Background: an optimization exercise with open tools, aiming at small area. Do not read the settings as production practice.
The RTL was checked by simulation tests, not by an equivalence proof against the original design.
Power is estimated from default activity; no workload was simulated.

<file path="flow/config.mk">
export PLATFORM = sky130hd
export DESIGN_NAME = dram_address_mapper_core
export DESIGN_NICKNAME = dram_address_mapper_core
export VERILOG_FILES = /design/flow/design.v
export SDC_FILE = /design/flow/constraint.sdc
export NUM_CORES = 4
export LEC_CHECK = 0
export CAP_MARGIN = 20
export CORE_MARGIN = 2
export CORE_UTILIZATION = 45
export GPL_TIMING_DRIVEN = 0
export SLEW_MARGIN = 20
</file>
<file path="flow/constraint.sdc">
create_clock -name core_clock -period 7.5 [get_ports {clk}]
set_input_delay 1.5000 -clock core_clock [delete_from_list [all_inputs] [get_ports {clk}]]
set_output_delay 1.5000 -clock core_clock [all_outputs]
set_load 0.01 [all_outputs]
</file>
<file path="flow/design.v">
package dam_pkg;
	localparam int CFG_IDX_W  = 3;
	localparam int CFG_DATA_W = 5;
	localparam logic [CFG_IDX_W-1:0] REG_MAPPING_MODE   = 3'd0;
	localparam logic [CFG_IDX_W-1:0] REG_MOP_LOG2       = 3'd1;
	localparam logic [CFG_IDX_W-1:0] REG_PERMUTE_ENABLE = 3'd2;
	localparam logic [CFG_IDX_W-1:0] REG_CHANNEL_BITS   = 3'd3;
	localparam logic [CFG_IDX_W-1:0] REG_BANKGROUP_BITS = 3'd4;
	localparam logic [CFG_IDX_W-1:0] REG_BANK_BITS      = 3'd5;
	localparam logic [CFG_IDX_W-1:0] REG_COLUMN_BITS    = 3'd6;
	localparam logic [CFG_IDX_W-1:0] REG_CACHE_SET_BITS = 3'd7;
	typedef struct packed {
		logic       mapping_mode;
		logic [3:0] mop_log2;
		logic       permute_enable;
		logic [2:0] channel_bits;
		logic [2:0] bankgroup_bits;
		logic [2:0] bank_bits;
		logic [3:0] column_bits;
		logic [4:0] cache_set_bits;
	} cfg_t;
	typedef struct packed {
		logic        req_type;
		logic [63:0] address;
		logic [7:0]  new_bank_index;
	} req_t;
endpackage
module dam_cfg_regs (
	input  logic                           clk,
	input  logic                           arst_n,
	input  logic                           cfg_we,
	input  logic [dam_pkg::CFG_IDX_W-1:0]  cfg_index,
	input  logic [dam_pkg::CFG_DATA_W-1:0] cfg_wdata,
	output dam_pkg::cfg_t                  cfg
);
	dam_pkg::cfg_t cfg_q;
	always_ff @(posedge clk or negedge arst_n) begin
		if (!arst_n) begin
			cfg_q.mapping_mode   <= 1'b0;
			cfg_q.mop_log2       <= 4'd2;
			cfg_q.permute_enable <= 1'b0;
			cfg_q.channel_bits   <= 3'd1;
			cfg_q.bankgroup_bits <= 3'd2;
			cfg_q.bank_bits      <= 3'd2;
			cfg_q.column_bits    <= 4'd7;
			cfg_q.cache_set_bits <= 5'd11;
		end else if (cfg_we) begin
			case (cfg_index)
				dam_pkg::REG_MAPPING_MODE:   cfg_q.mapping_mode   <= cfg_wdata[0];
				dam_pkg::REG_MOP_LOG2:       cfg_q.mop_log2       <= cfg_wdata[3:0];
				dam_pkg::REG_PERMUTE_ENABLE: cfg_q.permute_enable <= cfg_wdata[0];
				dam_pkg::REG_CHANNEL_BITS:   cfg_q.channel_bits   <= cfg_wdata[2:0];
				dam_pkg::REG_BANKGROUP_BITS: cfg_q.bankgroup_bits <= cfg_wdata[2:0];
				dam_pkg::REG_BANK_BITS:      cfg_q.bank_bits      <= cfg_wdata[2:0];
				dam_pkg::REG_COLUMN_BITS:    cfg_q.column_bits    <= cfg_wdata[3:0];
				default:                     cfg_q.cache_set_bits <= cfg_wdata[4:0];
			endcase
		end
	end
	assign cfg = cfg_q;
endmodule
module dam_map_logic (
	input  dam_pkg::cfg_t cfg,
	input  dam_pkg::req_t req,
	output logic [3:0]    channel,
	output logic [3:0]    bankgroup,
	output logic [3:0]    bank,
	output logic [15:0]   row,
	output logic [7:0]    flat_bank,
	output logic [63:0]   rewritten_address
);
	logic [57:0] a6;
	logic [3:0]  ch_pos;
	logic [4:0]  bg_pos;
	logic [3:0]  n_bits;
	logic [5:0]  row_pos;
	logic [5:0]  end_pos;
	logic [3:0]  ch_win;
	logic [13:0] bg_win, perm_win, x_win;
	logic [6:0]  ba_win;
	logic [6:0]  bg_v, ba_v;
	logic [7:0]  bg_sh;
	logic [35:0] ins;
	assign a6 = req.address[63:6];
	assign ch_pos  = cfg.mapping_mode ? 4'd0 : cfg.mop_log2;
	assign bg_pos  = 5'(ch_pos) + 5'(cfg.channel_bits) + 5'(cfg.mapping_mode);
	assign n_bits  = 4'(cfg.bankgroup_bits) + 4'(cfg.bank_bits);
	assign row_pos = 6'(cfg.channel_bits) + 6'(n_bits) + 6'(cfg.column_bits);
	assign end_pos = 6'(bg_pos) + 6'(n_bits);
	logic [13:0] cs_win;
	dam_rsh #(.IW(19), .OW(4),  .SW(4)) u_ch (.d(a6[18:0]), .s(ch_pos),  .q(ch_win));
	dam_rsh #(.IW(36), .OW(14), .SW(5)) u_bg (.d(a6[35:0]), .s(bg_pos),  .q(bg_win));
	dam_rsh #(.IW(45), .OW(14), .SW(5)) u_cs (.d(a6[44:0]), .s(cfg.cache_set_bits), .q(cs_win));
	dam_rsh #(.IW(14), .OW(7),  .SW(3)) u_ba (.d(x_win),    .s(cfg.bankgroup_bits), .q(ba_win));
	dam_rsh #(.IW(52), .OW(16), .SW(6)) u_row (.d(a6[51:0]), .s(row_pos), .q(row));
	assign perm_win = cfg.permute_enable ? cs_win : 14'd0;
	assign x_win    = bg_win ^ perm_win;
	always_comb begin
		for (int i = 0; i < 4; i++)
			channel[i] = ch_win[i] & (3'(i) < cfg.channel_bits);
		for (int i = 0; i < 7; i++) begin
			bg_v[i] = x_win[i] & (3'(i) < cfg.bankgroup_bits);
			ba_v[i] = ba_win[i] & (3'(i) < cfg.bank_bits);
		end
	end
	assign bankgroup = bg_v[3:0];
	assign bank      = ba_v[3:0];
	assign bg_sh     = 8'({1'b0, bg_v} << cfg.bank_bits);
	assign flat_bank = bg_sh | {1'b0, ba_v};
	logic [7:0]  nbi_m;
	logic [35:0] keep;
	logic [35:0] st [6];
	logic [4:0]  p_gt_h, p_eq_h, e_le_h, e_eq_h;
	logic [7:0]  p_gt_l, e_le_l;
	always_comb begin
		for (int i = 0; i < 8; i++)
			nbi_m[i] = req.new_bank_index[i] & req.req_type & (4'(i) < n_bits);
		st[0] = {28'd0, nbi_m};
		for (int j = 0; j < 5; j++)
			st[j+1] = bg_pos[j] ? (st[j] << (1 << j)) : st[j];
		for (int h = 0; h < 5; h++) begin
			p_gt_h[h] = req.req_type & ({1'b0, bg_pos[4:3]} > 3'(h));
			p_eq_h[h] = req.req_type & ({1'b0, bg_pos[4:3]} == 3'(h));
			e_le_h[h] = req.req_type & (end_pos[5:3] < 3'(h));
			e_eq_h[h] = req.req_type & (end_pos[5:3] == 3'(h));
		end
		for (int l = 0; l < 8; l++) begin
			p_gt_l[l] = bg_pos[2:0] > 3'(l);
			e_le_l[l] = end_pos[2:0] <= 3'(l);
		end
		for (int k = 0; k < 36; k++)
			keep[k] = p_gt_h[k/8] | e_le_h[k/8] | (p_eq_h[k/8] & p_gt_l[k%8])
				| (e_eq_h[k/8] & e_le_l[k%8]);
	end
	assign ins = st[5];
	always_comb begin
		rewritten_address = req.address & {64{req.req_type}};
		for (int k = 0; k < 36; k++)
			rewritten_address[k+6] = (req.address[k+6] & keep[k]) | ins[k];
	end
endmodule
module dam_rsh #(
	parameter int IW = 16,
	parameter int OW = 8,
	parameter int SW = 3
) (
	input  logic [IW-1:0] d,
	input  logic [SW-1:0] s,
	output logic [OW-1:0] q
);
	logic [IW-1:0] st [SW+1];
	always_comb begin
		st[SW] = d;
		for (int j = SW-1; j >= 0; j--)
			st[j] = s[j] ? (st[j+1] >> (1 << j)) : st[j+1];
	end
	assign q = st[0][OW-1:0];
endmodule
module dram_address_mapper_core #(
	parameter int BLOCK_OFFSET_BITS = 6,
	parameter int ROW_BITS          = 16
) (
	input  logic                           clk,
	input  logic                           arst_n,
	input  logic                           req_valid,
	output logic                           req_ready,
	input  logic                           req_type,
	input  logic [63:0]                    req_address,
	input  logic [7:0]                     req_new_bank_index,
	output logic                           rsp_valid,
	input  logic                           rsp_ready,
	output logic [3:0]                     rsp_channel,
	output logic [3:0]                     rsp_bankgroup,
	output logic [3:0]                     rsp_bank,
	output logic [15:0]                    rsp_row,
	output logic [7:0]                     rsp_flat_bank,
	output logic [63:0]                    rsp_rewritten_address,
	input  logic                           cfg_we,
	input  logic [dam_pkg::CFG_IDX_W-1:0]  cfg_index,
	input  logic [dam_pkg::CFG_DATA_W-1:0] cfg_wdata
);
	dam_pkg::cfg_t cfg;
	dam_pkg::cfg_t cfg_s2;
	dam_pkg::req_t req_s1;
	dam_pkg::req_t req_s2;
	logic          valid_s1;
	logic          valid_s2;
	logic          advance;
	dam_cfg_regs u_cfg (
		.clk       (clk),
		.arst_n    (arst_n),
		.cfg_we    (cfg_we),
		.cfg_index (cfg_index),
		.cfg_wdata (cfg_wdata),
		.cfg       (cfg)
	);
	assign advance   = !valid_s2 || rsp_ready;
	assign req_ready = !valid_s1 || advance;
	always_ff @(posedge clk or negedge arst_n) begin
		if (!arst_n) begin
			valid_s1 <= 1'b0;
		end else if (req_ready) begin
			valid_s1 <= req_valid;
		end
	end
	always_ff @(posedge clk) begin
		if (req_ready) begin
			req_s1.req_type       <= req_type;
			req_s1.address        <= req_address;
			req_s1.new_bank_index <= req_new_bank_index;
		end
	end
	always_ff @(posedge clk or negedge arst_n) begin
		if (!arst_n) begin
			valid_s2 <= 1'b0;
		end else if (advance) begin
			valid_s2 <= valid_s1;
		end
	end
	always_ff @(posedge clk) begin
		if (advance) begin
			req_s2 <= req_s1;
			cfg_s2 <= cfg;
		end
	end
	dam_map_logic u_map (
		.cfg               (cfg_s2),
		.req               (req_s2),
		.channel           (rsp_channel),
		.bankgroup         (rsp_bankgroup),
		.bank              (rsp_bank),
		.row               (rsp_row),
		.flat_bank         (rsp_flat_bank),
		.rewritten_address (rsp_rewritten_address)
	);
	assign rsp_valid = valid_s2;
endmodule
</file>
<file path="flow/flow/run.sh">
#!/bin/bash
# Standard layout with two changes: the synthesis maps the logic with an
# area-oriented ABC script (flow/abc_small.script) in place of ORFS's, and the
# port buffers are made from the smallest buffer cell. Everything else,
# registers included, is the standard synthesis and layout.
set -euo pipefail
here=$(pwd)
export FLOW_ABC_SCRIPT="$here/flow/abc_small.script"
{
	head -n 1 synth_recipe.tcl
	cat <<'TCL'
proc abc {args} {
  set i [lsearch -exact $args -script]
  if {$i >= 0} { lset args [expr {$i + 1}] $::env(FLOW_ABC_SCRIPT) }
  yosys abc {*}$args
}
TCL
	tail -n +2 synth_recipe.tcl
} > flow_synth.tcl
export BUFFER_PORTS_ARGS="-buffer_cell sky130_fd_sc_hd__buf_1"
bash standard.sh "SYNTH_SCRIPT=$here/flow_synth.tcl" "BUFFER_PORTS_ARGS=$BUFFER_PORTS_ARGS" synth > synth.log 2>&1
bash standard.sh "SYNTH_SCRIPT=$here/flow_synth.tcl" "BUFFER_PORTS_ARGS=$BUFFER_PORTS_ARGS" finish > layout.log 2>&1
</file>
<file path="flow/flow/abc_small.script">
strash
dc2
dch -f
amap
topo
dnsize -c
</file>
<file path="flow/standard.sh">
#!/bin/bash
# synth_recipe.tcl (not shown) runs the flow's synth.tcl, then flattens the netlist and writes it again
# the make line also repeats each setting of config.mk as NAME=value (left out here)
make -C /OpenROAD-flow-scripts/flow DESIGN_CONFIG=/design/flow/config.mk WORK_HOME=/design/flow/orfs CLKGATE_MAP_FILE= SYNTH_SCRIPT=/design/flow/synth_recipe.tcl "${@:-finish}"
</file>
==> results of run 1 <==
==> logic make-up after synthesis <==
| kind of cell | synth area share |
|---|---|
| compound gates | 0.302 |
| simple gates | 0.132 |
| flops | 0.501 |
| buf+inv | 0.0407 |
| fa+ha+maj | 0.0254 |
==> layout make-up <==
type / instances / share of cell area
repair buffers: 201 / 0.0659
inverters: 125 / 0.0371
flip-flops and latches: 196 / 0.422
multi-input cells: 909 / 0.399
clock buffers: 17 / 0.0312
clock inverters: 15 / 0.0141
well taps: 330 / 0.0302
==> flip-flops by register name, indices dropped and copies added (netlist names) <==
| name | flops |
|---|---|
| req_s2 | 73 |
| valid_s1 | 1 |
| u_cfg.cfg_q | 24 |
| cfg_s2 | 24 |
| req_s1 | 73 |
| valid_s2 | 1 |
==> cells in the mapped netlist (12+ instances only) <==
library cell / n / share of area
a21oi_1: 101 / 0.044
nor2_1: 242 / 0.079
a31oi_1: 12 / 0.0065
edfxtp_1: 170 / 0.44
nor2b_1: 19 / 0.010
o22ai_1: 142 / 0.077
nor3_1: 22 / 0.0096
nand2_1: 66 / 0.021
o22a_1: 66 / 0.050
o221ai_1: 35 / 0.027
clkinv_1: 125 / 0.041
dfrtp_1: 16 / 0.035
o32ai_1: 19 / 0.014
ha_1: 17 / 0.018
o21ai_0: 74 / 0.032
==> critical path, cell delays in order (launching register included) <==
cell and delay, ps:
edfxtp_1 500, clkinv_1 170, nand2_1 180, clkinvlp_4 230
ha_1 340, clkinv_1 150, nor3_2 290, nor2_4 120
inv_2 170, o22ai_4 130, inv_8 220, nor2_4 60
buf_4 200, a222oi_1 430, o22ai_1 180, a222oi_1 400
o22ai_1 150, nand2_1 110, o21ai_0 160, a21oi_2 230
o22ai_1 120, nor2_1 110, nor2_1 50, a221oi_1 290
a31o_1 150, buf_1 150
==> per-stage QoR <==
stage | hold WS [ps] | worst slack (ps)
after floorplan | 400 | 36.2
after global placement | 401 | -2380
after detailed placement | 405 | -1890
after CTS | 414 | -9.72
after global routing | 421 | -54.3
final | 406 | 235
==> power by group through the flow <==
stage | logic [mW] | clock network, mW | registers [mW]
final | 4.36 | 0.990 | 1.47
after global routing | 4.71 | 1.04 | 1.48
after CTS | 4.22 | 1.01 | 1.46
after detailed placement | 4.17 | 0 | 1.49
after global placement | 4.09 | 0 | 1.49
after floorplan | 2.90 | 0 | 1.44
==> per-layer routing <==
metal,GRT usage,vias to the layer above,routed length [µm]
met4,0.106,0,1210
met1,0.432,5301,17600
met5,0,-,0
met3,0.0508,85,3700
li1,-,5252,-
met2,0.452,598,17900
==> final timing paths <==
check,cells after the start,to,slack (ps),from
worst max register to register,3,req_s2[31]$_DFFE_PP_,5680,valid_s2$_DFFE_PN0P_
min in group asynchronous,1,valid_s1$_DFFE_PN0P_,1040,arst_n
worst min register to register,0,req_s2[18]$_DFFE_PP_,410,req_s1[18]$_DFFE_PP_
worst min-delay path,0,req_s2[18]$_DFFE_PP_,410,req_s1[18]$_DFFE_PP_
worst max-delay path,25,rsp_flat_bank[4],240,cfg_s2[23]$_DFFE_PP_
max in group asynchronous,1,u_cfg.cfg_q[22]$_DFFE_PN0P_,6050,arst_n
==> cell usage in the layout (no fill, tap or decap), types with 4 or more instances in the layout <==
master and instances:
buf_1 186, o221ai_1 35, a21oi_1 95, a22oi_1 7, o211ai_1 5, inv_8 7, nor3_1 21, or3_1 6
dfrtp_1 16, o221a_1 8, o32ai_1 19, nor2_2 5, o21a_1 4, buf_4 6, ha_1 16, edfxtp_1 170
nor2_1 233, nor2b_1 19, o22ai_1 141, nand3_1 5, clkbuf_16 17, clkinv_1 113, nand2_1 63, o32a_1 9
nor2_4 4, o21ai_0 71, a21oi_2 4, or2_0 5, a31oi_1 12, clkinv_8 4, a221oi_1 10, o22a_1 66
dfstp_2 10, a222oi_1 4
==> what timing repair did <==
action                                  CTS  global route
gates cloned                              2             0
hold endpoints to repair                  0             0
resized for setup                        21            19
setup buffers                             4             3
pin swaps                                 2             2
hold buffers                              0             0
endpoints found under the setup margin   68            53
==> metrics.cfg, run 1 <==
[logic_synthesis]
postSynthCellCount = 1228
yosysSeqAreaShare = 0.501
ys_seq_elements = 196
yosys_warnings = 14
synth_nets = 1335
synth_ff_type = edfxtp_1
syn_area_mm2 = 0.0115
synth_cell_type_count = 44
async_reset_ff_frac = 0.133
synth_edf_count = 170
avgSynthCellArea_um2 = 9.38

[final_layout]
nets = 1557
post-route-util = 0.542
design_area_mm2 = 0.0137
diodes = 0
final_cells = 1793
area.growth.synth_to_final_pct = 18.5
multiInputGateArea_mm2 = 0.00545
seqCellArea_mm2 = 0.00577
drive_gt1_frac = 0.0656
n_fill_cell = 2328

[floorplan]
die_h_um = 164
rows = 58
io_pins = 188
core_mm2 = 0.0252
fp.dieW_um = 164
dieArea_mm2 = 0.0269
floorplan.initialDensity = 0.458

[cts]
insertion_delay_ps = 450
cts_root_buf = clkbuf_16
path_clk_slew_ps = 100
htree_levels = 4
cts_buffer_depth = 2
cts.sinks = 196
cts_tree = yes
cts-buffers-inserted = 17

[sta]
hold_viol = 0
slew_headroom = 0.324
finalCritPeriodShare = 0.969
max_freq_mhz = 138
fin_tns_setup_ps = 0
drv_slew = 0
finClkSkew_ps = 18.9
tightestPinTransition_ps = 1010
layout_min_cycle_time_ps = 7260
setup_viol = 0

[global_routing]
antenna_found_initial = 0
overflow = 0
grt_pass1_vias = 10333
grt_usage = 0.298
grt_max_degree = 73
grt_pass1_wl_mm = 60.5

[critical_path]
cp_max_fo = 30
start_kind = register
worstPathArrival_ps = 5760
cp-end-kind = output port
required_ps = 6000
crit_type = register to output port

[power_and_ir_drop]
p_int_mw = 3.33
power_leakage_nw = 4.54
p_clk_frac = 0.145
p_switching_mw = 3.49
switching_share = 0.512
comb_power_share = 0.639
vdd_drop_max_mv = 0.330
pwr_density_cell_mw_per_mm2 = 500
p_total_mw = 6.82
pwr-share-seq = 0.215

[drt]
drc_errors = 0
vias = 11236
vias_per_cell = 6.27
drt_first_pass_iters = 6
drt_iter0_markers = 1391
wirelength_mm = 40.3
drtAntennaViolNets = 0
wire_per_inst_um = 22.5

[placement]
hpwl_mm = 29.1
place_area_mm2 = 0.0128
gp_congestion = 0.962
portBuffers = 187
dp.cells = 1752

[hold_path]
min-delay-path-class = register to register

[outcome]
status = complete, no violations

[run]
max-cap-violations = 0

==> run 2: changes to the inputs <==
==> flow/flow/run.sh (replaced) <==
#!/bin/bash
# Standard layout with three changes: the synthesis maps the logic with an
# area-oriented ABC script (flow/abc_small.script) in place of ORFS's, the
# port buffers are made from the smallest buffer cell, and clock tree
# synthesis inserts no dummy loads. Everything else, registers included, is
# the standard synthesis and layout.
set -euo pipefail
here=$(pwd)
export FLOW_ABC_SCRIPT="$here/flow/abc_small.script"
{
	head -n 1 synth_recipe.tcl
	cat <<'TCL'
proc abc {args} {
  set i [lsearch -exact $args -script]
  if {$i >= 0} { lset args [expr {$i + 1}] $::env(FLOW_ABC_SCRIPT) }
  yosys abc {*}$args
}
TCL
	tail -n +2 synth_recipe.tcl
} > flow_synth.tcl
export BUFFER_PORTS_ARGS="-buffer_cell sky130_fd_sc_hd__buf_1"
export CTS_ARGS="-sink_clustering_enable -repair_clock_nets -buf_list sky130_fd_sc_hd__clkbuf_16 -dont_use_dummy_load"
vars=("SYNTH_SCRIPT=$here/flow_synth.tcl" "BUFFER_PORTS_ARGS=$BUFFER_PORTS_ARGS" "CTS_ARGS=$CTS_ARGS")
bash standard.sh "${vars[@]}" synth > synth.log 2>&1
bash standard.sh "${vars[@]}" finish > layout.log 2>&1
--- a/flow/config.mk
+++ b/flow/config.mk
@@ -7,6 +7,6 @@
 export LEC_CHECK = 0
 export CAP_MARGIN = 20
 export CORE_MARGIN = 2
-export CORE_UTILIZATION = 45
+export CORE_UTILIZATION = 50
 export GPL_TIMING_DRIVEN = 0
 export SLEW_MARGIN = 20
==> run 2 against run 1 <==
Against the previous run:
- still clean on timing, DRC and antenna
- largest power group unchanged
- highest routed layer unchanged
- hold slack got worse by 6.3 ps
- global-route usage rose by 2.5 points
- critical endpoint is now rsp_flat_bank[2]
- largest cell class unchanged
- sequential share of layout area rose by 0.59 points
- synthesized cell count did not move
==> metrics.cfg, run 2 <==
[sta]
drv_slew = 0  ; unchanged
hold_viol = 0  ; unchanged
setup_viol = 0  ; unchanged
max_freq_mhz = 137  ; -0.40%
tightestPinTransition_ps = 975  ; -38.7 ps
fin_ws_ps = 206  ; -29.4 ps
slew_headroom = 0.350  ; +0.0258
layout_min_cycle_time_ps = 7290  ; +29.4 ps
finClkSkew_ps = 33.0  ; +14.0 ps
finalCritPeriodShare = 0.973  ; +0.00392

[final_layout]
nets = 1565  ; +0.51%
post-route-util = 0.595  ; +0.0526
diodes = 0  ; unchanged
final_common_cell = nor2_1
layout_common_cells = nor2_1, buf_1, edfxtp_1
reg_top3 = req_s1 (73), req_s2 (73)
area.growth.synth_to_final_pct = 16.9
drive_gt1_frac = 0.0618  ; -0.00381

[drt]
drc_errors = 0  ; unchanged
wirelength_mm = 39.4  ; -2.4%
drt_first_pass_iters = 9  ; +3
wire_per_inst_um = 22.6  ; +0.51%
drtAntennaViolNets = 0  ; unchanged
vias = 11290  ; +0.48%
drt_iter0_markers = 1060  ; -24%
vias_per_cell = 6.48  ; +3.5%

[logic_synthesis]
yosysSeqAreaShare = 0.501  ; unchanged
synth_top_family_by_area = compound AO/OA/AOI/OAI gates
yosys_warnings = 14  ; unchanged
ys_top_cells_by_count = nor2_1, edfxtp_1, o22ai_1, clkinv_1, a21oi_1
yosysMostFrequentCell = nor2_1
async_reset_ff_frac = 0.133  ; unchanged
postSynthCellCount = 1228  ; unchanged
synth-simple-area-share = 0.132  ; unchanged
synth_area_leaders = edfxtp_1, nor2_1, o22ai_1
synth_nets = 1335  ; unchanged
synth_top_area_frac = 0.443  ; unchanged
avgSynthCellArea_um2 = 9.38  ; unchanged
ys_seq_elements = 196  ; unchanged
synth_top_cell_by_area = edfxtp_1
synth_edf_count = 170  ; unchanged
synth_compound_area_frac = 0.302  ; unchanged
synth_xor_xnor_area_share = 0  ; unchanged
synth_ff_type = edfxtp_1
muxShareOfSynthArea = 0  ; unchanged
synthAdderAreaFrac = 0.0254  ; unchanged
synth_cell_type_count = 44  ; unchanged
syn_area_mm2 = 0.0115  ; unchanged

[global_routing]
overflow = 0  ; unchanged
antenna_found_initial = 0  ; unchanged
grt_pass1_wl_mm = 59.4  ; -1.8%
grt_max_degree = 73  ; unchanged
grt_pass1_vias = 10320  ; -0.13%
grt_usage = 0.323  ; +0.0247

[floorplan]
floorplan.initialDensity = 0.509  ; +0.0514
dieArea_mm2 = 0.0243  ; -9.8%
io_pins = 188  ; unchanged
die_h_um = 156  ; -5.0%
rows = 55  ; -5.2%
core_mm2 = 0.0226  ; -10%
fp.dieW_um = 156  ; -5.0%

[critical_path]
r2r-start = valid_s2$_DFFE_PN0P_
rrSetupSlack_ps = 5650  ; -30 ps
cp_max_fo = 30  ; unchanged
endpoint = rsp_flat_bank[2]
required_ps = 6000  ; about the same
reg2reg_depth = 3  ; unchanged
worstPathArrival_ps = 5790  ; +30 ps
crit_type = register to output port
r2r-end = req_s1[65]$_DFFE_PP_
cp-startpoint = cfg_s2[23]$_DFFE_PP_
start_kind = register
cp-end-kind = output port

[cts]
path_clk_slew_ps = 80  ; -20 ps
cts_root_buf = clkbuf_16
cts.sinks = 196  ; unchanged
insertion_delay_ps = 440  ; about the same
cts_tree = yes
htree_levels = 4  ; unchanged
cts-hold-fix-buffers = 0  ; unchanged
cts-buffers-inserted = 17  ; unchanged
cts_buffer_depth = 2  ; unchanged

[power_and_ir_drop]
pwr_density_cell_mw_per_mm2 = 490  ; -1.9%
power_leakage_nw = 4.48  ; -1.5%
vdd_drop_max_mv = 0.300  ; -9.1%

[run]
max-cap-violations = 0  ; unchanged

[placement]
pre_cts_slack_ps = -1770  ; +118 ps
gp_congestion = 0.986  ; +2.5%
portBuffers = 187  ; unchanged
hpwl_mm = 28.2  ; -2.9%

[outcome]
status = complete, no violations

[hold_path]
min-delay-path-class = register to register

==> run 2: cell counts after synthesis <==
No cell type changed its count.
==> run 2: stage by stage <==
| stage | std cells | hold slack, ps | TNS [ps] | cell area, µm² | total power, mW |
|---|---|---|---|---|---|
| after detailed placement | 1706 | 405 | -48670 | 12700 | 5.60 |
| after floorplan | 1228 | 400 | 0 | 11500 | 4.34 |
| after CTS | 1732 | 402 | -17.2 | 13300 | 6.44 |
| after global placement | 1700 | 401 | -97200 | 12600 | 5.51 |
| final | 1741 | 400 | 0 | 13500 | 6.60 |
| after global routing | 1741 | 399 | -14.9 | 13500 | 7.02 |
==> run 2: timing repair <==
| item | in CTS | in global routing |
|---|---|---|
| cloned | 3 | 0 |
| gates resized for setup | 24 | 19 |
| pin swaps | 3 | 3 |
| endpoints found under the setup margin | 67 | 54 |
| buffers inserted | 6 | 9 |
==> run 2: power breakdown <==
part	internal (mW)	switching [mW]	total [mW]	leakage, nW
combinational	1.54	2.81	4.35	2.28
clock	0.396	0.382	0.778	0.209
sequential	1.34	0.130	1.47	1.99
==> run 2: per-layer routing <==
metal  track usage  part of all wire  up-vias
met3        0.0825              0.10      122
met2         0.490              0.44      582
met5             0                 0        -
met4         0.122             0.041        0
li1              -                 -     5256
met1         0.450              0.42     5330
==> run 2: area by class of cell <==
cell class              instances  area (µm²)
fillers                      2044        9180
repair buffers                208         925
flip-flops and latches        196        5770
inverters                     125         515
well taps                     285         357
multi-input cells             910        5480
clock buffers                  17         425
==> run 2: how the worst min path moves through the flow <==
stage	slack, ps	start	cells after the start	end
5_1_grt	400	req_s1[70]$_DFFE_PP_	0	req_s2[70]$_DFFE_PP_
3_3_place_gp	400	req_s1[52]$_DFFE_PP_	0	req_s2[52]$_DFFE_PP_
6_report	400	req_s1[70]$_DFFE_PP_	0	req_s2[70]$_DFFE_PP_
3_5_place_dp	400	req_s1[23]$_DFFE_PP_	0	req_s2[23]$_DFFE_PP_
4_1_cts	400	req_s1[70]$_DFFE_PP_	0	req_s2[70]$_DFFE_PP_
2_1_floorplan	400	req_s1[0]$_DFFE_PP_	0	req_s2[0]$_DFFE_PP_
==> run 2: cell families after synthesis <==
group                      count (synthesis)
buffers and inverters                    125
adders and majority gates                 21
and+or+nand+nor                          371
DFF                                      196
AOI/OAI and AO/OA                        515
==> run 2: critical path: stages, from the launching register on <==
cell and delay [ps]:
edfxtp_1 480, clkinv_1 150, nand2_1 180, clkinvlp_4 230, ha_1 370, clkinvlp_4 230, nor3_2 300, nor2_4 90
buf_4 160, o22ai_4 270, clkinv_8 210, a222oi_1 550, buf_4 190, o22a_1 140, o22a_1 170, o22ai_1 90
nand2_1 100, o21ai_0 100, or2_0 240, a21boi_0 160, o22ai_1 240, nor2_1 70, nor3_1 280, o21bai_1 150
buf_1 170
==> run 3: changes to the inputs <==
--- a/flow/design.v
+++ b/flow/design.v
@@ -180,12 +180,14 @@
 	input  logic [dam_pkg::CFG_DATA_W-1:0] cfg_wdata
 );
 	dam_pkg::cfg_t cfg;
-	dam_pkg::cfg_t cfg_s2;
 	dam_pkg::req_t req_s1;
-	dam_pkg::req_t req_s2;
 	logic          valid_s1;
 	logic          valid_s2;
 	logic          advance;
+	logic [3:0]    map_channel, map_bankgroup, map_bank;
+	logic [15:0]   map_row;
+	logic [7:0]    map_flat_bank;
+	logic [63:0]   map_rewritten_address;
 	dam_cfg_regs u_cfg (
 		.clk       (clk),
 		.arst_n    (arst_n),
@@ -210,6 +212,16 @@
 			req_s1.new_bank_index <= req_new_bank_index;
 		end
 	end
+	dam_map_logic u_map (
+		.cfg               (cfg),
+		.req               (req_s1),
+		.channel           (map_channel),
+		.bankgroup         (map_bankgroup),
+		.bank              (map_bank),
+		.row               (map_row),
+		.flat_bank         (map_flat_bank),
+		.rewritten_address (map_rewritten_address)
+	);
 	always_ff @(posedge clk or negedge arst_n) begin
 		if (!arst_n) begin
 			valid_s2 <= 1'b0;
@@ -219,19 +231,13 @@
 	end
 	always_ff @(posedge clk) begin
 		if (advance) begin
-			req_s2 <= req_s1;
-			cfg_s2 <= cfg;
-		end
-	end
-	dam_map_logic u_map (
-		.cfg               (cfg_s2),
-		.req               (req_s2),
-		.channel           (rsp_channel),
-		.bankgroup         (rsp_bankgroup),
-		.bank              (rsp_bank),
-		.row               (rsp_row),
-		.flat_bank         (rsp_flat_bank),
-		.rewritten_address (rsp_rewritten_address)
-	);
+			rsp_channel           <= map_channel;
+			rsp_bankgroup         <= map_bankgroup;
+			rsp_bank              <= map_bank;
+			rsp_row               <= map_row;
+			rsp_flat_bank         <= map_flat_bank;
+			rsp_rewritten_address <= map_rewritten_address;
+		end
+	end
 	assign rsp_valid = valid_s2;
 endmodule
==> run 3 against run 2 <==
Against the previous run:
- highest routed layer unchanged
- sequential share of layout area rose by 1.1 points
- global-route usage fell by 1.6 points
- critical path type is now register to register
- die area rose by 0.62%
- register-to-register slack got worse by 5000 ps
- clock power fell by 3.5%
- power rose by 1.7%
- first-iteration DRC count rose by 16%
==> metrics.cfg, run 3 <==
[outcome]
status = complete, no violations

[logic_synthesis]
synth_cell_type_count = 45  ; +2.3%
yosysSeqAreaShare = 0.505  ; +0.00464
synth_area_leaders = edfxtp_1, o22ai_1, nor2_1
postSynthCellCount = 1209  ; -1.5%
async_reset_ff_frac = 0.131  ; -0.00200
synth_top_area_frac = 0.448  ; +0.00500
avgSynthCellArea_um2 = 9.59  ; +2.2%
yosys_warnings = 14  ; unchanged
synth_nets = 1316  ; -1.4%
ys_seq_elements = 199  ; +1.5%
yosysMostFrequentCell = nor2_1
synth_ff_type = edfxtp_1
synth_top_cell_by_area = edfxtp_1
syn_area_mm2 = 0.0116  ; +0.63%
ys_top_cells_by_count = nor2_1, edfxtp_1, o22ai_1, clkinv_1, nand2_1
synth_edf_count = 173  ; +1.8%

[sta]
tightestPinTransition_ps = 1100  ; +126 ps
rsz0062_at_grt = false
finalCritPeriodShare = 0.915  ; -0.0572
setup_viol = 0  ; unchanged
fin_ws_ps = 635  ; +429 ps
layout_min_cycle_time_ps = 6860  ; -429 ps
finClkSkew_ps = 22.6  ; -10.4 ps
fin_tns_setup_ps = 0  ; unchanged
slew_headroom = 0.266  ; -0.0843
drv_slew = 0  ; unchanged
hold_viol = 0  ; unchanged
max_freq_mhz = 146  ; +6.3%

[placement]
portBuffers = 187  ; unchanged
place_area_mm2 = 0.0129  ; +1.2%
dp.cells = 1689  ; -1.0%
gp_congestion = 1.00  ; +1.8%
pre_cts_slack_ps = 34.5  ; +1810 ps
hpwl_mm = 28.0  ; -0.97%

[critical_path]
cp_max_fo = 30  ; unchanged
start_kind = register
max_stage_delay_ps = 730  ; +180 ps
worstPathArrival_ps = 7170  ; +1380 ps
rrSetupSlack_ps = 640  ; -5010 ps
crit_type = register to register
cp-end-kind = register
cp_common_cell = nor2_1
required_ps = 7810  ; +1810 ps
cp_cell_sequence = nor2_1, ha_1, clkinv_1, nor3_1, nor2_1, clkinv_1, o22ai_4, clkinvlp_4, nor2_2, clkinv_1, o21ai_0, a21oi_1, nor2_1, a21oi_1, o21ai_0, o21ai_0, a21oi_1, o22ai_1, nor2_1, nor2_1, a221oi_1, a31o_1
slowest_stage = o22ai_4

[floorplan]
dieArea_mm2 = 0.0244  ; +0.62%
core_mm2 = 0.0227  ; +0.30%
die_h_um = 156  ; +0.31%
floorplan.initialDensity = 0.511  ; +0.00165
io_pins = 188  ; unchanged
fp.dieW_um = 156  ; +0.31%
rows = 55  ; unchanged

[cts]
cts-buffers-inserted = 17  ; unchanged
cts-hold-fix-buffers = 0  ; unchanged
cts.sinks = 199  ; +1.5%
cts_tree = yes
insertion_delay_ps = 440  ; about the same
htree_levels = 4  ; unchanged
cts_buffer_depth = 2  ; unchanged
cts_root_buf = clkbuf_16
path_clk_slew_ps = 70  ; about the same

[final_layout]
nets = 1531  ; -2.2%
reg_top3 = req_s1 (73), rsp_rewritten_address (64), u_cfg.cfg_q (24)
multiInputGateArea_mm2 = 0.00536  ; -2.1%
regMostFlops = req_s1
final_cells = 1707  ; -2.0%
final_common_cell = buf_1
post-route-util = 0.587  ; -0.00726
seqCellArea_mm2 = 0.00586  ; +1.6%
largest_reg_flops = 73
area.growth.synth_to_final_pct = 15.1
diodes = 0  ; unchanged
layout_common_cells = buf_1, nor2_1, edfxtp_1
design_area_mm2 = 0.0133  ; -0.92%
n_fill_cell = 2019  ; -1.2%
drive_gt1_frac = 0.0366  ; -0.0252

[drt]
wirelength_mm = 38.1  ; -3.2%
drt_first_pass_iters = 6  ; -3
drc_errors = 0  ; unchanged
drtAntennaViolNets = 0  ; unchanged
vias_per_cell = 6.51  ; +0.40%
wire_per_inst_um = 22.3  ; -1.2%
drt_iter0_markers = 1233  ; +16%
vias = 11114  ; -1.6%

[power_and_ir_drop]
vdd_drop_max_mv = 0.232  ; -23%
pwr_density_cell_mw_per_mm2 = 503  ; +2.6%
power_leakage_nw = 4.47  ; about the same

[global_routing]
grt_pass1_wl_mm = 56.9  ; -4.2%
grt_max_degree = 65  ; -11%
overflow = 0  ; unchanged
grt_usage = 0.307  ; -0.0164
grt_pass1_vias = 10015  ; -3.0%
antenna_found_initial = 0  ; unchanged

[hold_path]
min-delay-path-class = register to register

[run]
max-cap-violations = 0  ; unchanged

==> run 3: cell types whose count changed in the layout (fill, tap and decap cells not counted), sizes merged, moves of 8 or more <==
| cell | change |
|---|---|
| a21oi | -24 |
| buf | -13 |
| nand2 | +19 |
| nor2 | -56 |
| o22a | +8 |
| o22ai | +11 |
==> run 3: path summary, 6_finish.rpt <==
| check | endpoint | from | depth (start not counted) |
|---|---|---|---|
| worst max-delay path | rsp_flat_bank[4]$_DFFE_PP_ | u_cfg.cfg_q[23]$_DFFE_PN0P_ | 22 |
| min in group asynchronous | u_cfg.cfg_q[11]$_DFFE_PN0P_ | arst_n | 1 |
| worst min-delay path | u_cfg.cfg_q[20]$_DFFE_PN1P_ | u_cfg.cfg_q[20]$_DFFE_PN1P_ | 2 |
| worst max register to register | rsp_flat_bank[4]$_DFFE_PP_ | u_cfg.cfg_q[23]$_DFFE_PN0P_ | 22 |
| max in group asynchronous | u_cfg.cfg_q[20]$_DFFE_PN1P_ | arst_n | 1 |
| worst min register to register | u_cfg.cfg_q[20]$_DFFE_PN1P_ | u_cfg.cfg_q[20]$_DFFE_PN1P_ | 2 |
==> run 3: final cells by class <==
cell class / count / share of cell area
repair inverters: 1 / 0.000375
multi-input cells: 887 / 0.402
clock buffers: 17 / 0.0319
repair buffers: 195 / 0.0649
inverters: 123 / 0.0354
well taps: 285 / 0.0267
flip-flops and latches: 199 / 0.439
==> run 3: kinds of logic (layout without fill, tap and decap cells) <==
family,count (synthesis),after routing,synth area share
compound gates,521,521,0.306
simple gates,345,345,0.124
flops,199,199,0.505
buf+inv,123,336,0.0398
fa+ha+maj,21,21,0.0252
==> run 3: what timing repair did <==
action / in CTS / in global routing
endpoints found under the setup margin: 0 / 13
buffers inserted: 0 / 0
gates resized for setup: 0 / 4
==> run 3: power by group <==
group | internal, mW | switching [mW] | total (mW) | leakage (nW)
registers | 1.60 | 0.162 | 1.76 | 2.08
logic | 1.48 | 2.72 | 4.20 | 2.18
clock network | 0.395 | 0.356 | 0.751 | 0.209
total | 3.47 | 3.24 | 6.71 | 4.47
==> run 3: metal layers <==
layer	global-route usage	up-vias	wire length, µm
met2	0.464	621	16600
met5	0	-	0
met4	0.118	0	1420
met3	0.0648	104	3650
met1	0.435	5196	16400
li1	-	5193	-
==> run 3: through the flow <==
stage	total power [mW]	hold WS (ps)
after floorplan	4.59	443
after global placement	5.72	448
after detailed placement	5.83	485
after CTS	6.60	493
after global routing	7.12	504
final	6.71	489
==> run 3: worst max-delay path: cells and delay by family, from the launching register on <==
| family | cells | cell delay, ps |
|---|---|---|
| compound gates | 10 | 2680 |
| fa+ha+maj | 1 | 370 |
| buf+inv | 4 | 1290 |
| flops | 1 | 500 |
| simple gates | 7 | 1880 |
==> run 4: changes to the inputs <==
==> flow/flow/abc_small.script (replaced) <==
strash
dc2
dch -f
amap
strash
dch -f
amap
strash
dch -f
amap
topo
dnsize -c
--- a/flow/config.mk
+++ b/flow/config.mk
@@ -5,8 +5,8 @@
 export SDC_FILE = /design/flow/constraint.sdc
 export NUM_CORES = 4
 export LEC_CHECK = 0
-export CAP_MARGIN = 20
+export CAP_MARGIN = 5
 export CORE_MARGIN = 2
 export CORE_UTILIZATION = 50
 export GPL_TIMING_DRIVEN = 0
-export SLEW_MARGIN = 20
+export SLEW_MARGIN = 5
==> run 4 against run 3 <==
Against the previous run:
- synthesized area shrank 0.49%
- cell count shrank 1.2%
- critical endpoint is now rsp_row[5]$_DFFE_PP_
- non-clock buffer count shrank 2
- largest power group unchanged
- sequential share of layout area grew 0.48 points
- combinational power shrank 5.7%
- die area shrank 0.47%
- hold slack lost 7.9 ps
- maximum frequency shrank 0.64%
- largest cell class unchanged
- still clean
- critical path depth grew 2
- synthesized cell count shrank 1.4%
- first-iteration DRC count shrank 3.8%
- via count shrank 0.70%
==> metrics.cfg, run 4 <==
[outcome]
status = complete, no violations

[global_routing]
grt_max_degree = 64  ; -1.5%
antenna_found_initial = 0  ; unchanged
grt_pass1_vias = 10029  ; +0.14%
overflow = 0  ; unchanged
grt_pass1_wl_mm = 56.9  ; about the same
grt_usage = 0.309  ; +0.00205

[final_layout]
nets = 1511  ; -1.3%
final_common_cell = buf_1
design_area_mm2 = 0.0132  ; -1.1%
drive_gt1_frac = 0.0335  ; -0.00304
area.growth.synth_to_final_pct = 14.4
diodes = 0  ; unchanged
reg_top3 = req_s1 (73), rsp_rewritten_address (64), u_cfg.cfg_q (24)
regMostFlops = req_s1
final_cells = 1687  ; -1.2%
largest_reg_flops = 73  ; unchanged
layout_common_cells = buf_1, o22ai_1, edfxtp_1

[floorplan]
die_h_um = 156  ; -0.24%
rows = 55  ; unchanged
io_pins = 188  ; unchanged
floorplan.initialDensity = 0.510  ; -0.000935
core_mm2 = 0.0226  ; -0.30%
dieArea_mm2 = 0.0243  ; -0.47%
fp.dieW_um = 156  ; -0.24%

[cts]
post_cts_buffers = 0  ; unchanged
cts-buffers-inserted = 17  ; unchanged
cts_tree = yes
htree_levels = 4  ; unchanged
cts.sinks = 199  ; unchanged
insertion_delay_ps = 450  ; about the same
cts_root_buf = clkbuf_16
cts_buffer_depth = 2  ; unchanged
path_clk_slew_ps = 80  ; about the same

[power_and_ir_drop]
pwr-share-seq = 0.271  ; +0.008
comb_power_share = 0.613  ; -0.013
switching_share = 0.480  ; -0.00307
p_switching_mw = 3.10  ; -4.2%
vdd_drop_max_mv = 0.234  ; +0.69%
pwr_density_cell_mw_per_mm2 = 490  ; -2.5%
power_leakage_nw = 4.39  ; -1.8%
p_int_mw = 3.37  ; -3.0%
p_clk_frac = 0.117  ; +0.005

[sta]
rsz0062_at_grt = false
tightestPinTransition_ps = 1230  ; +125 ps
drv_slew = 0  ; unchanged
setup_viol = 0  ; unchanged
hold_viol = 0  ; unchanged
fin_ws_ps = 591  ; -44.4 ps
layout_min_cycle_time_ps = 6910  ; +44.4 ps
finalCritPeriodShare = 0.921  ; +0.00592
slew_headroom = 0.174  ; -0.0917
max_freq_mhz = 145  ; -0.64%
finClkSkew_ps = 25.3  ; +2.67 ps

[logic_synthesis]
yosysSeqAreaShare = 0.508  ; +0.00246
yosys_warnings = 14  ; unchanged
synth_cell_type_count = 45  ; unchanged
synth_top_cell_by_area = edfxtp_1
async_reset_ff_frac = 0.131  ; unchanged
synth_nets = 1299  ; -1.3%
syn_area_mm2 = 0.0115  ; -0.49%
yosysMostFrequentCell = o22ai_1
ys_seq_elements = 199  ; unchanged
avgSynthCellArea_um2 = 9.68  ; +0.93%
synth_area_leaders = edfxtp_1, o22ai_1, o22a_1
synth_ff_type = edfxtp_1
postSynthCellCount = 1192  ; -1.4%
ys_top_cells_by_count = o22ai_1, edfxtp_1, nor2_1, clkinv_1, o21ai_0
synth_top_area_frac = 0.450  ; +0.00219
synth_edf_count = 173  ; unchanged

[critical_path]
slowest_stage = clkinv_1
r2r-start = u_cfg.cfg_q[9]$_DFFE_PN0P_
crit_cells = 24  ; +9.1%
r2r-end = rsp_row[5]$_DFFE_PP_
cp-startpoint = u_cfg.cfg_q[9]$_DFFE_PN0P_
required_ps = 7650  ; -160 ps
worstPathArrival_ps = 7060  ; -110 ps
max_stage_delay_ps = 860  ; +130 ps
start_kind = register
crit_type = register to register
reg2reg_depth = 24  ; +9.1%
rrSetupSlack_ps = 590  ; -40 ps
cp_max_fo = 25  ; -17%
cp_common_cell = nor2_1
endpoint = rsp_row[5]$_DFFE_PP_
worst-path-buf-inv = 3  ; -1
cp-end-kind = register
cp_top_family = compound AO/OA/AOI/OAI gates
cp_cell_sequence = ha_1, fa_1, a21oi_1, ha_1, clkinv_1, nor2_1, a21oi_1, ha_1, clkinv_1, nor2_1, nor2_1, o21ai_0, nor2_1, a21oi_2, clkinv_1, nand2_1, nor2_1, a21oi_1, nor2_1, a21oi_1, nor2_1, a21oi_1, o22a_1, o22ai_1

[drt]
drt_first_pass_iters = 5  ; -1
wire_per_inst_um = 22.4  ; +0.37%
wirelength_mm = 37.8  ; -0.81%
vias_per_cell = 6.54  ; +0.48%
vias = 11036  ; -0.70%
drc_errors = 0  ; unchanged
drt_iter0_markers = 1186  ; -3.8%
drtAntennaViolNets = 0  ; unchanged

[placement]
gp_congestion = 0.967  ; -3.6%
pre_cts_slack_ps = 222  ; +188 ps
dp.cells = 1670  ; -1.1%
portBuffers = 187  ; unchanged
place_area_mm2 = 0.0128  ; -1.0%
hpwl_mm = 28.1  ; +0.47%

[hold_path]
min-delay-path-class = register to register

[run]
max-cap-violations = 0  ; unchanged

## run 4: how the worst min path moves through the flow
stage / start / endpoint / slack [ps] / cells past startpoint
3_3_place_gp: valid_s1$_DFFE_PN0P_ / valid_s2$_DFFE_PN0P_ / 450 / 1
5_1_grt: u_cfg.cfg_q[7]$_DFFE_PN1P_ / u_cfg.cfg_q[7]$_DFFE_PN1P_ / 510 / 2
3_5_place_dp: u_cfg.cfg_q[7]$_DFFE_PN1P_ / u_cfg.cfg_q[7]$_DFFE_PN1P_ / 480 / 2
4_1_cts: u_cfg.cfg_q[7]$_DFFE_PN1P_ / u_cfg.cfg_q[7]$_DFFE_PN1P_ / 480 / 2
2_1_floorplan: valid_s1$_DFFE_PN0P_ / valid_s2$_DFFE_PN0P_ / 440 / 1
6_report: u_cfg.cfg_q[7]$_DFFE_PN1P_ / u_cfg.cfg_q[7]$_DFFE_PN1P_ / 480 / 2
## run 4: area by class of cell
type / count / area (µm²)
timing repair buffer: 193 / 815
fill: 2063 / 9440
tap: 285 / 357
clock buffer: 17 / 425
multi-input combinational: 868 / 5260
inverter: 125 / 482
sequential: 199 / 5860
## run 4: per-layer routing
| metal | vias up | part of all wire | global-route usage |
|---|---|---|---|
| li1 | 5132 | - | - |
| met1 | 5222 | 0.43 | 0.436 |
| met2 | 595 | 0.44 | 0.477 |
| met3 | 87 | 0.092 | 0.0603 |
| met4 | 0 | 0.034 | 0.111 |
| met5 | - | 0 | 0 |
## run 4: cell families after synthesis
kind of cell / after synthesis / share of synthesized area
compound gates: 532 / 0.311
fa+ha+maj: 21 / 0.0254
buf+inv: 125 / 0.0407
flops: 199 / 0.508
simple gates: 315 / 0.115
## run 4: what timing repair did
item                                    4_1_cts  5_1_grt
endpoints found under the setup margin        0       16
gates resized for setup                       0        2
hold buffers                                  0        0
hold endpoints to repair                      0        0
## run 4: power by group through the flow
stage / registers [mW] / clock network, mW / logic [mW]
floorplan: 1.83 / 0 / 2.68
global placement: 1.77 / 0 / 3.80
detailed placement: 1.77 / 0 / 3.84
CTS: 1.75 / 0.766 / 3.87
global route: 1.78 / 0.799 / 4.33
finish: 1.75 / 0.756 / 3.96
## run 4: through the flow
step	setup TNS [ps]	hold WS, ps	power, mW	util
6_report	0	481	6.47	0.583
5_1_grt	0	506	6.90	0.583
4_1_cts	0	484	6.39	0.582
3_5_place_dp	0	476	5.61	0.564
3_3_place_gp	-66330	448	5.57	0.556
2_1_floorplan	0	443	4.51	-
## run 4: worst min-delay path, stage by stage (launching register included)
cell and delay, ps:
dfstp_2 370, nand2_1 40, o21ai_0 60
==> run 5: changes to the inputs <==
--- a/flow/flow/run.sh
+++ b/flow/flow/run.sh
@@ -19,7 +19,7 @@
 	tail -n +2 synth_recipe.tcl
 } > flow_synth.tcl
 export BUFFER_PORTS_ARGS="-buffer_cell sky130_fd_sc_hd__buf_1"
-export CTS_ARGS="-sink_clustering_enable -repair_clock_nets -buf_list sky130_fd_sc_hd__clkbuf_16 -dont_use_dummy_load"
+export CTS_ARGS="-sink_clustering_enable -repair_clock_nets -buf_list sky130_fd_sc_hd__clkbuf_16 -dont_use_dummy_load -sink_clustering_size 30 -sink_clustering_max_diameter 100"
 vars=("SYNTH_SCRIPT=$here/flow_synth.tcl" "BUFFER_PORTS_ARGS=$BUFFER_PORTS_ARGS" "CTS_ARGS=$CTS_ARGS")
 bash standard.sh "${vars[@]}" synth > synth.log 2>&1
 bash standard.sh "${vars[@]}" finish > layout.log 2>&1
==> flow/flow/abc_small.script (replaced) <==
strash
dc2
dch -f
amap
topo
dnsize -c
==> run 5 against run 4 <==
Against the previous run:
- still clean on timing, DRC and antenna
- critical path type unchanged
- clock skew is 3.4 ps lower
- worst setup slack worse by 230 ps
- synthesized cell count increased by 1.4%
- highest routed layer unchanged
- hold slack better by 4.5 ps
- via count grew 0.65%
- global-route usage hardly changed
==> metrics.cfg, run 5 <==
[logic_synthesis]
synth_nets = 1316  ; +1.3%
yosys_warnings = 14  ; unchanged
synth_area_leaders = edfxtp_1, o22ai_1, nor2_1
syn_area_mm2 = 0.0116  ; +0.49%
avgSynthCellArea_um2 = 9.59  ; -0.93%
ys_seq_elements = 199  ; unchanged
synth_top_cell_by_area = edfxtp_1
synth_ff_type = edfxtp_1
synth_top_area_frac = 0.448  ; -0.00219
synth_cell_type_count = 45  ; unchanged
ys_top_cells_by_count = nor2_1, edfxtp_1, o22ai_1, clkinv_1, nand2_1
yosysMostFrequentCell = nor2_1
postSynthCellCount = 1209  ; +1.4%
yosysSeqAreaShare = 0.505  ; -0.00246
synth_edf_count = 173  ; unchanged
async_reset_ff_frac = 0.131  ; unchanged

[drt]
wirelength_mm = 38.1  ; +0.71%
vias = 11108  ; +0.65%
vias_per_cell = 6.51  ; -0.41%
drt_iter0_markers = 1406  ; +19%
drt_first_pass_iters = 6  ; +1
drtAntennaViolNets = 0  ; unchanged
wire_per_inst_um = 22.3  ; -0.35%
drc_errors = 0  ; unchanged

[global_routing]
grt_pass1_vias = 10107  ; +0.78%
grt_pass1_wl_mm = 57.2  ; +0.38%
overflow = 0  ; unchanged
grt_usage = 0.309  ; about the same
antenna_found_initial = 0  ; unchanged
grt_max_degree = 65  ; +1.6%

[final_layout]
reg_top3 = req_s1 (73), rsp_rewritten_address (64), u_cfg.cfg_q (24)
largest_reg_flops = 73  ; unchanged
regMostFlops = req_s1
design_area_mm2 = 0.0133  ; +0.69%
layout_common_cells = buf_1, nor2_1, edfxtp_1
final_common_cell = buf_1
area.growth.synth_to_final_pct = 14.6
drive_gt1_frac = 0.0338  ; +0.000279
n_fill_cell = 2068  ; +0.24%
diodes = 0  ; unchanged
nets = 1529  ; +1.2%

[power_and_ir_drop]
p_switching_mw = 3.23  ; +4.0%
p_clk_frac = 0.114  ; -0.003
vdd_drop_max_mv = 0.259  ; +11%
p_int_mw = 3.43  ; +2.0%
power_leakage_nw = 4.46  ; +1.5%
comb_power_share = 0.621  ; +0.008
switching_share = 0.485  ; +0.00483
pwr-share-seq = 0.265  ; -0.006
pwr_density_cell_mw_per_mm2 = 501  ; +2.2%

[critical_path]
crit_type = register to register
cp-end-kind = register
required_ps = 7680  ; +30 ps
start_kind = register
worstPathArrival_ps = 7320  ; +260 ps
r2r-start = u_cfg.cfg_q[23]$_DFFE_PN0P_
cp-startpoint = u_cfg.cfg_q[23]$_DFFE_PN0P_
cp_max_fo = 27  ; +8.0%

[sta]
fin_tns_setup_ps = 0  ; unchanged
layout_min_cycle_time_ps = 7140  ; +227 ps
hold_viol = 0  ; unchanged
max_freq_mhz = 140  ; -3.2%
tightestPinTransition_ps = 1220  ; -1.12 ps
rsz0062_at_grt = true
finClkSkew_ps = 21.9  ; -3.41 ps
slew_headroom = 0.178  ; +0.00433
finalCritPeriodShare = 0.951  ; +0.0302
drv_slew = 0  ; unchanged
setup_viol = 0  ; unchanged

[floorplan]
dieArea_mm2 = 0.0244  ; +0.48%
fp.dieW_um = 156  ; +0.24%
core_mm2 = 0.0227  ; +0.30%
floorplan.initialDensity = 0.511  ; +0.000935
die_h_um = 156  ; +0.24%
io_pins = 188  ; unchanged
rows = 55  ; unchanged

[hold_path]
min-delay-path-class = register to register
worst_hold_startpoint = u_cfg.cfg_q[20]$_DFFE_PN1P_

[cts]
cts-buffers-inserted = 17  ; unchanged
cts-hold-fix-buffers = 0  ; unchanged
cts_buffer_depth = 2  ; unchanged
cts_root_buf = clkbuf_16
htree_levels = 4  ; unchanged
cts.sinks = 199  ; unchanged
insertion_delay_ps = 440  ; about the same
cts_tree = yes
path_clk_slew_ps = 70  ; about the same

[outcome]
status = complete, no violations

[placement]
hpwl_mm = 28.0  ; -0.49%
portBuffers = 187  ; unchanged
place_area_mm2 = 0.0129  ; +0.75%
gp_congestion = 1.00  ; +3.8%

[run]
max-cap-violations = 0  ; unchanged

-- run 5: cell count changes in the layout (fill, tap and decap cells not counted), moves of 4 or more --
cell	change
o21ai_0	-6
a21oi_1	+7
o21a_1	+4
nor3_1	+4
or2_0	-6
o221ai_1	+7
nand3_1	+6
nor2_1	+12
nand2_1	+14
o22ai_1	-23
-- run 5: area by class of cell --
type / count / area (µm²) / area share
inverters: 123 / 467 / 0.0351
multi-input cells: 887 / 5340 / 0.402
well taps: 285 / 357 / 0.0268
repair buffers: 194 / 842 / 0.0634
clock buffers: 17 / 425 / 0.0320
flip-flops and latches: 199 / 5860 / 0.441
-- run 5: power groups by stage --
stage / registers, mW / clock network [mW] / logic (mW)
4_1_cts: 1.76 / 0.770 / 4.03
5_1_grt: 1.79 / 0.803 / 4.49
6_report: 1.76 / 0.758 / 4.14
3_5_place_dp: 1.78 / 0 / 4.00
3_3_place_gp: 1.79 / 0 / 3.93
2_1_floorplan: 1.85 / 0 / 2.74
-- run 5: layer usage --
| metal | part of all wire | vias up | routed length [µm] | track usage |
|---|---|---|---|---|
| li1 | - | 5191 | - | - |
| met1 | 0.43 | 5214 | 16300 | 0.439 |
| met2 | 0.45 | 610 | 17000 | 0.475 |
| met3 | 0.094 | 93 | 3560 | 0.0604 |
| met4 | 0.032 | 0 | 1210 | 0.108 |
| met5 | 0 | - | 0 | 0 |
-- run 5: worst max-delay path, cell delays in order, from the launching register on --
cell and delay, ps:
dfrtp_1 490, nor2_1 670, ha_1 370, clkinv_1 100, nor3_1 70, nor2_1 230, clkinv_1 220, o22ai_2 550
buf_8 250, clkinv_1 690, nor2_2 820, clkinv_1 190, nor2_1 130, a221oi_1 80, o22a_1 230, o22a_1 240
o22ai_1 250, nand2_1 80, o21ai_0 120, or2_0 170, a21boi_0 310, o22ai_1 170, nor2_1 140, nor3_1 80
o21bai_1 180
-- run 5: final timing paths --
| kind | endpoint | slack (ps) | cells past startpoint |
|---|---|---|---|
| hold reg to reg | u_cfg.cfg_q[20]$_DFFE_PN1P_ | 490 | 2 |
| hold / removal | u_cfg.cfg_q[20]$_DFFE_PN1P_ | 490 | 2 |
| setup / recovery | rsp_flat_bank[2]$_DFFE_PP_ | 360 | 24 |
| setup reg to reg | rsp_flat_bank[2]$_DFFE_PP_ | 360 | 24 |
| min in group asynchronous | u_cfg.cfg_q[11]$_DFFE_PN0P_ | 1040 | 1 |
| max in group asynchronous | u_cfg.cfg_q[20]$_DFFE_PN1P_ | 6070 | 1 |
-- run 5: what timing repair did --
| action | in CTS | in global routing |
|---|---|---|
| setup endpoints to repair | 0 | 12 |
| buffers inserted | 0 | 0 |
| gates resized for setup | 0 | 3 |
-- run 5: cells by family after synthesis --
kind of cell,after synthesis,synth area share
DFF,199,0.505
adders and majority gates,21,0.0252
and+or+nand+nor,345,0.124
AOI/OAI and AO/OA,521,0.306
buffers and inverters,123,0.0398
-- run 5: stage by stage --
step	total power, mW	std cells	setup slack, ps	utilization	hold slack, ps
6_report	6.66	1705	364	0.585	486
5_1_grt	7.09	1705	-134	0.585	493
4_1_cts	6.56	1705	282	0.585	488
3_5_place_dp	5.78	1688	313	0.566	479
3_3_place_gp	5.72	1681	-3360	0.557	448
2_1_floorplan	4.59	1209	59.2	-	443
==> run 6: changes to the inputs <==
--- a/flow/flow/run.sh
+++ b/flow/flow/run.sh
@@ -19,7 +19,7 @@
 	tail -n +2 synth_recipe.tcl
 } > flow_synth.tcl
 export BUFFER_PORTS_ARGS="-buffer_cell sky130_fd_sc_hd__buf_1"
-export CTS_ARGS="-sink_clustering_enable -repair_clock_nets -buf_list sky130_fd_sc_hd__clkbuf_16 -dont_use_dummy_load -sink_clustering_size 30 -sink_clustering_max_diameter 100"
+export CTS_ARGS="-sink_clustering_enable -repair_clock_nets -buf_list sky130_fd_sc_hd__clkbuf_8 -dont_use_dummy_load"
 vars=("SYNTH_SCRIPT=$here/flow_synth.tcl" "BUFFER_PORTS_ARGS=$BUFFER_PORTS_ARGS" "CTS_ARGS=$CTS_ARGS")
 bash standard.sh "${vars[@]}" synth > synth.log 2>&1
 bash standard.sh "${vars[@]}" finish > layout.log 2>&1
==> run 6 against run 5 <==
Against the previous run:
- largest cell class unchanged
- highest routed layer unchanged
- utilization shrank 0.79 points
- sequential power hardly changed
- clock power shrank 28%
- maximum frequency up 1.1%
- sequential share of layout area grew 0.60 points
==> metrics.cfg, run 6 <==
[outcome]
status = complete, no violations

[sta]
drv_slew = 0  ; unchanged
setup_viol = 0  ; unchanged
rsz0062_at_grt = false
layout_min_cycle_time_ps = 7060  ; -75.0 ps
hold_ws_ps = 488  ; +2.86 ps
finClkSkew_ps = 34.3  ; +12.4 ps
finalCritPeriodShare = 0.941  ; -0.0100
fin_ws_ps = 439  ; +75.0 ps
tightestPinTransition_ps = 1200  ; -22.0 ps
max_freq_mhz = 142  ; +1.1%
slew_headroom = 0.193  ; +0.0148
hold_viol = 0  ; unchanged

[cts]
cts-hold-fix-buffers = 0  ; unchanged
htree_levels = 4  ; unchanged
cts_root_buf = clkbuf_8
cts-buffers-inserted = 17  ; unchanged
cts_buffer_depth = 2  ; unchanged
path_clk_slew_ps = 100  ; +30 ps
cts.sinks = 199  ; unchanged
insertion_delay_ps = 490  ; +50 ps
cts_tree = yes

[floorplan]
die_h_um = 156  ; unchanged
fp.dieW_um = 156  ; unchanged
rows = 55  ; unchanged
floorplan.initialDensity = 0.511  ; unchanged
core_mm2 = 0.0227  ; unchanged
io_pins = 188  ; unchanged
dieArea_mm2 = 0.0244  ; unchanged

[drt]
drc_errors = 0  ; unchanged
vias_per_cell = 6.50  ; -0.20%
wire_per_inst_um = 22.3  ; -0.22%
drt_first_pass_iters = 6  ; unchanged
drt_iter0_markers = 1272  ; -9.5%
vias = 11086  ; -0.20%
drtAntennaViolNets = 0  ; unchanged
wirelength_mm = 38.0  ; -0.22%

[critical_path]
start_kind = register
reg2reg_depth = 24  ; unchanged
cp_max_fo = 27  ; unchanged
cp-end-kind = register
worstPathArrival_ps = 7300  ; -20 ps
required_ps = 7740  ; +60 ps
crit_type = register to register

[logic_synthesis]
synth_top_area_frac = 0.448  ; unchanged
synth_cell_type_count = 45  ; unchanged
yosys_warnings = 14  ; unchanged
ys_seq_elements = 199  ; unchanged
synth_nets = 1316  ; unchanged
avgSynthCellArea_um2 = 9.59  ; unchanged
synth_edf_count = 173  ; unchanged
yosysMostFrequentCell = nor2_1
synth_ff_type = edfxtp_1
synth_top_cell_by_area = edfxtp_1
yosysSeqAreaShare = 0.505  ; unchanged
async_reset_ff_frac = 0.131  ; unchanged
ys_top_cells_by_count = nor2_1, edfxtp_1, o22ai_1, clkinv_1, nand2_1
synth_area_leaders = edfxtp_1, o22ai_1, nor2_1
postSynthCellCount = 1209  ; unchanged
syn_area_mm2 = 0.0116  ; unchanged

[hold_path]
min-delay-path-class = register to register
worstHoldPathCells = 2  ; unchanged

[power_and_ir_drop]
power_leakage_nw = 4.37  ; -1.9%
p_total_mw = 6.44  ; -3.3%
pwr_density_cell_mw_per_mm2 = 491  ; -2.0%
vdd_drop_max_mv = 0.259  ; about the same

[final_layout]
area.growth.synth_to_final_pct = 13.0
final_cells = 1705  ; unchanged
regMostFlops = req_s1
nets = 1529  ; unchanged
diodes = 0  ; unchanged
largest_reg_flops = 73  ; unchanged
layout_common_cells = buf_1, nor2_1, edfxtp_1
drive_gt1_frac = 0.0345  ; +0.000704
final_common_cell = buf_1
reg_top3 = req_s1 (73), rsp_rewritten_address (64), u_cfg.cfg_q (24)

[global_routing]
grt_pass1_wl_mm = 57.0  ; -0.18%
grt_usage = 0.308  ; -0.000763
grt_max_degree = 65  ; unchanged
antenna_found_initial = 0  ; unchanged
grt_pass1_vias = 10046  ; -0.60%
overflow = 0  ; unchanged

[placement]
pre_cts_slack_ps = 313  ; unchanged
portBuffers = 187  ; unchanged
gp_congestion = 1.00  ; unchanged
hpwl_mm = 28.0  ; unchanged
dp.cells = 1688  ; unchanged

[run]
max-cap-violations = 0  ; unchanged

-- run 6: area by class of cell --
| type | instances | area, µm² |
|---|---|---|
| clock buffers | 17 | 234 |
| fillers | 2090 | 9600 |
| inverters | 123 | 467 |
| multi-input cells | 887 | 5350 |
| flip-flops and latches | 199 | 5860 |
| well taps | 285 | 357 |
| repair buffers | 194 | 842 |
-- run 6: cells by family after synthesis --
family	synth area share
buffers and inverters	0.0398
AOI/OAI and AO/OA	0.306
and+or+nand+nor	0.124
adders and majority gates	0.0252
DFF	0.505
-- run 6: metal layers --
layer	vias up	part of all wire	global-route usage
li1	5189	-	-
met1	5237	0.42	0.439
met2	583	0.45	0.475
met3	77	0.097	0.0570
met4	0	0.028	0.106
met5	-	0	0
-- run 6: power breakdown --
group	leakage [nW]	internal [mW]	switching [mW]
clock	0.122	0.201	0.341
sequential	2.08	1.60	0.163
combinational	2.17	1.44	2.70
-- run 6: what timing repair did --
item | CTS | global route
gates resized for setup | 0 | 6
setup buffers | 0 | 0
setup endpoints to repair | 0 | 12
-- run 6: per-stage QoR --
step | instance area (µm²) | util | setup TNS, ps
6_report | 13100 | 0.577 | 0
3_3_place_gp | 12700 | 0.557 | -100040
5_1_grt | 13100 | 0.577 | 0
4_1_cts | 13100 | 0.576 | 0
3_5_place_dp | 12900 | 0.566 | 0
2_1_floorplan | 11600 | - | 0
-- run 6: worst paths after layout --
path / from / to / slack [ps]
setup / recovery: u_cfg.cfg_q[23]$_DFFE_PN0P_ / rsp_flat_bank[2]$_DFFE_PP_ / 440
hold / removal: u_cfg.cfg_q[20]$_DFFE_PN1P_ / u_cfg.cfg_q[20]$_DFFE_PN1P_ / 490
setup reg to reg: u_cfg.cfg_q[23]$_DFFE_PN0P_ / rsp_flat_bank[2]$_DFFE_PP_ / 440
hold reg to reg: u_cfg.cfg_q[20]$_DFFE_PN1P_ / u_cfg.cfg_q[20]$_DFFE_PN1P_ / 490
max in group asynchronous: arst_n / u_cfg.cfg_q[20]$_DFFE_PN1P_ / 6110
min in group asynchronous: arst_n / u_cfg.cfg_q[11]$_DFFE_PN0P_ / 980
-- run 6: worst max-delay path, cell delays in order, from the launching register on --
cell and delay (ps):
dfrtp_1 510, nor2_1 650, ha_1 370, clkinv_1 100, nor3_1 70, nor2_1 240
clkinv_1 230, o22ai_2 560, buf_8 250, clkinv_1 790, nor2_4 660, clkinv_1 160
nor2_1 130, a221oi_1 80, o22a_1 240, o22a_1 250, o22ai_1 250, nand2_1 80
o21ai_0 130, or2_0 180, a21boi_0 310, o22ai_1 180, nor2_1 140, nor3_1 80
o21bai_1 180

-- static timing again, ports no longer ideal --
In the flow no input, the clock included, has a driving cell. The finished layouts below were timed again as built, in two steps. Step 1, drivers: a clkbuf_16 drives clk and a buf_2 each remaining input, both assumed. Step 2, shift: input delay + t, output delay - t, t = (earliest + latest rising clock arrival at the registers) / 2. This alone moves slack from input paths to output paths. Three values: no drivers, after step 1, after step 2; two values: the first two.
| run | t (ns) | setup slack, ns | worst hold slack (ns) | worst setup path after step 2 | clock arrival spread, ns |
|---|---|---|---|---|---|
| run 1 | 0.493 | 0.235 / 0.188 / 0.681 | 0.406 / 0.406 / 0.406 | register to output | 0.020 / 0.020 |
| run 2 | 0.478 | 0.206 / 0.156 / 0.634 | 0.400 / 0.400 / 0.400 | register to output | 0.033 / 0.033 |
| run 3 | 0.480 | 0.635 / 0.635 / 0.635 | 0.489 / 0.489 / 0.489 | register to register | 0.023 / 0.023 |
| run 4 | 0.480 | 0.591 / 0.591 / 0.591 | 0.481 / 0.481 / 0.481 | register to register | 0.025 / 0.025 |
| run 5 | 0.479 | 0.364 / 0.364 / 0.364 | 0.486 / 0.486 / 0.486 | register to register | 0.022 / 0.022 |
| run 6 | 0.513 | 0.439 / 0.439 / 0.439 | 0.488 / 0.488 / 0.488 | register to register | 0.034 / 0.034 |
After both steps setup and hold are still met in every run listed.
